Background: an optimization exercise with open tools, aiming at a short achievable clock period and few clock cycles per item. Do not read the settings as production practice. Only simulation tests tie the RTL to the original design; equivalence was not proved.

==> fjord <==
## slip_skid_ball_filter
module slip_skid_ball_filter (
    input  logic        clk,
    input  logic        rst_n,
    input  logic        in_valid,
    output logic        in_ready,
    input  logic signed [15:0] lateral_accel,
    input  logic signed [15:0] vertical_accel,
    output logic        out_valid,
    input  logic        out_ready,
    output logic signed [23:0] ball_position,
    output logic [5:0]  sign_code,
    output logic [15:0] magnitude_hundredths,
    input  logic        cfg_wr_en,
    input  logic [15:0] cfg_wr_data
);
clock: 8.0 ns
lec_check: 0
cap_margin: 20
core_margin: 2
core_utilization: 40
setup_slack_margin: 3.5
slew_margin: 20
tns_end_percent: 20
run.sh (not shown) runs the stock make flow with config.mk's settings and CLKGATE_MAP_FILE= SYNTH_SCRIPT=/design/flow/synth_recipe.tcl, a recipe that flattens the netlist after the stock synthesis.
==> inputs of zinc, as changes to fjord <==
--- a/flow/design.v
+++ b/flow/design.v
@@ -147,32 +147,27 @@
     end
     logic signed [39:0] c_eff;
     logic [EW-1:0] t_u [NE];
     logic [EW-1:0] t_s [NE];
     logic          vx;
     logic          first_reg;        
     logic signed [16:0] w_sel;
     logic signed [39:0] c_in;
-    logic               vp;
-    logic signed [29:0] pl_reg, ph_reg;    
-    always_comb
+    always_comb
+    begin
         w_sel = negd[NS] ? wneg_reg : wpos_reg;
-    always_ff @(posedge clk)
-    begin
-        pl_reg <= 30'(w_sel * $signed({1'b0, dqd[NS][11:0]}));
-        ph_reg <= 30'(w_sel * $signed({1'b0, dqd[NS][23:12]}));
-    end
-    assign c_in = (40'(ph_reg) <<< 12) + 40'(pl_reg) + 40'sd32768;
-    always_ff @(posedge clk)
-    begin
-        c_eff <= vp ? c_in : 40'sd0;
+        c_in  = 40'(w_sel * $signed({1'b0, dqd[NS]})) + 40'sd32768;
+    end
+    always_ff @(posedge clk)
+    begin
+        c_eff <= vd[NS] ? c_in : 40'sd0;
         for (int k = 0; k < NE; k++)
         begin
-            if (!vp)
+            if (!vd[NS])
             begin
                 t_u[k] <= EW'(k) << 16;
                 t_s[k] <= EW'((k >= NE / 2) ? k - NE : k) << 16;
             end
             else if (first_reg)
             begin
                 t_u[k] <= '0;
                 t_s[k] <= '0;
@@ -242,35 +237,33 @@
     always_ff @(posedge clk or negedge rst_n)
     begin
         if (!rst_n)
         begin
             in_ready_reg  <= 1'b1;
             cnt_reg       <= '0;
             v0            <= 1'b0;
             vd            <= '0;
-            vp            <= 1'b0;
             vx            <= 1'b0;
             vs            <= 1'b0;
             first_reg     <= 1'b1;
             wp_reg        <= '0;
             rp_reg        <= '0;
             fcnt_reg      <= '0;
             out_valid_reg <= 1'b0;
         end
         else
         begin
             cnt_reg      <= cnt_next;
             in_ready_reg <= (cnt_next < CW'(CAP));
             v0           <= in_fire;
             vd           <= {vd[NS - 1:0], v0};
-            vp           <= vd[NS];
-            vx           <= vp;
+            vx           <= vd[NS];
             vs           <= vx;
-            if (vp)
+            if (vd[NS])
                 first_reg <= 1'b0;
             wp_reg       <= wp_reg + AW'(push);
             rp_reg       <= rp_reg + AW'(pop);
             fcnt_reg     <= fcnt_reg + FW'(push)
                                      - FW'(pop);
             if (out_load)
                 out_valid_reg <= head_avail;
         end
Settings changed: ABC_CLOCK_PERIOD_IN_PS set to 3500, SETUP_SLACK_MARGIN 3.5 to 4.0, TNS_END_PERCENT 20 to not set.
==> inputs of cedar, as changes to fjord <==
--- a/flow/design.v
+++ b/flow/design.v
@@ -147,32 +147,27 @@
     end
     logic signed [39:0] c_eff;
     logic [EW-1:0] t_u [NE];
     logic [EW-1:0] t_s [NE];
     logic          vx;
     logic          first_reg;        
     logic signed [16:0] w_sel;
     logic signed [39:0] c_in;
-    logic               vp;
-    logic signed [29:0] pl_reg, ph_reg;    
-    always_comb
+    always_comb
+    begin
         w_sel = negd[NS] ? wneg_reg : wpos_reg;
-    always_ff @(posedge clk)
-    begin
-        pl_reg <= 30'(w_sel * $signed({1'b0, dqd[NS][11:0]}));
-        ph_reg <= 30'(w_sel * $signed({1'b0, dqd[NS][23:12]}));
-    end
-    assign c_in = (40'(ph_reg) <<< 12) + 40'(pl_reg) + 40'sd32768;
-    always_ff @(posedge clk)
-    begin
-        c_eff <= vp ? c_in : 40'sd0;
+        c_in  = 40'(w_sel * $signed({1'b0, dqd[NS]})) + 40'sd32768;
+    end
+    always_ff @(posedge clk)
+    begin
+        c_eff <= vd[NS] ? c_in : 40'sd0;
         for (int k = 0; k < NE; k++)
         begin
-            if (!vp)
+            if (!vd[NS])
             begin
                 t_u[k] <= EW'(k) << 16;
                 t_s[k] <= EW'((k >= NE / 2) ? k - NE : k) << 16;
             end
             else if (first_reg)
             begin
                 t_u[k] <= '0;
                 t_s[k] <= '0;
@@ -242,35 +237,33 @@
     always_ff @(posedge clk or negedge rst_n)
     begin
         if (!rst_n)
         begin
             in_ready_reg  <= 1'b1;
             cnt_reg       <= '0;
             v0            <= 1'b0;
             vd            <= '0;
-            vp            <= 1'b0;
             vx            <= 1'b0;
             vs            <= 1'b0;
             first_reg     <= 1'b1;
             wp_reg        <= '0;
             rp_reg        <= '0;
             fcnt_reg      <= '0;
             out_valid_reg <= 1'b0;
         end
         else
         begin
             cnt_reg      <= cnt_next;
             in_ready_reg <= (cnt_next < CW'(CAP));
             v0           <= in_fire;
             vd           <= {vd[NS - 1:0], v0};
-            vp           <= vd[NS];
-            vx           <= vp;
+            vx           <= vd[NS];
             vs           <= vx;
-            if (vp)
+            if (vd[NS])
                 first_reg <= 1'b0;
             wp_reg       <= wp_reg + AW'(push);
             rp_reg       <= rp_reg + AW'(pop);
             fcnt_reg     <= fcnt_reg + FW'(push)
                                      - FW'(pop);
             if (out_load)
                 out_valid_reg <= head_avail;
         end
Settings changed: SETUP_SLACK_MARGIN 3.5 to not set, TNS_END_PERCENT 20 to not set.
==> summary.txt <==
First-iteration DRC count, lowest first: cedar, fjord, zinc.
In fjord the via count is higher than in cedar, by about 6%.
The lowest register-to-register slack belongs to cedar, the highest to fjord.
In zinc the cell area is higher than in cedar, by about 18%.
Between fjord and cedar, the lower synthesized area is in cedar (gap about 3%, measured against cedar).
Testbench counts of fjord, summed over its fixed seeds: cycles 5,088, items 4,800.
Testbench counts of zinc, summed over its fixed seeds: cycles 5,064, items 4,800.
Testbench counts of cedar, summed over its fixed seeds: cycles 5,064, items 4,800.

afterwards: timing with drivers on the ports:
In the flow no input, the clock included, has a driving cell. The finished layouts below were timed again as built, in two steps.
Step 1: set_driving_cell puts a clkbuf_16 on clk and a buf_2 on each other input, an assumption about the parent block.
Step 2 moves the port delays by t, midway between the first and last clock arrival at a register: inputs arrive t later, outputs are due t later. That takes back most of the time a late clock gives input paths.
Slacks: ideal ports / drivers / drivers and shift; pairs: ideal ports / drivers.
| run | shift t [ns] | slack for setup (ns) | worst setup path at the end | slew at the worst register clock pin (ns) |
|---|---|---|---|---|
| fjord | 0.970 | 1.764 / 1.764 / 1.764 | register to register | 0.08 / 0.08 |
| zinc | 0.960 | 1.485 / 1.485 / 1.485 | register to register | 0.08 / 0.08 |
| cedar | 0.966 | 0.433 / 0.433 / 0.433 | register to register | 0.08 / 0.08 |
After both steps setup and hold are still met in every run listed.
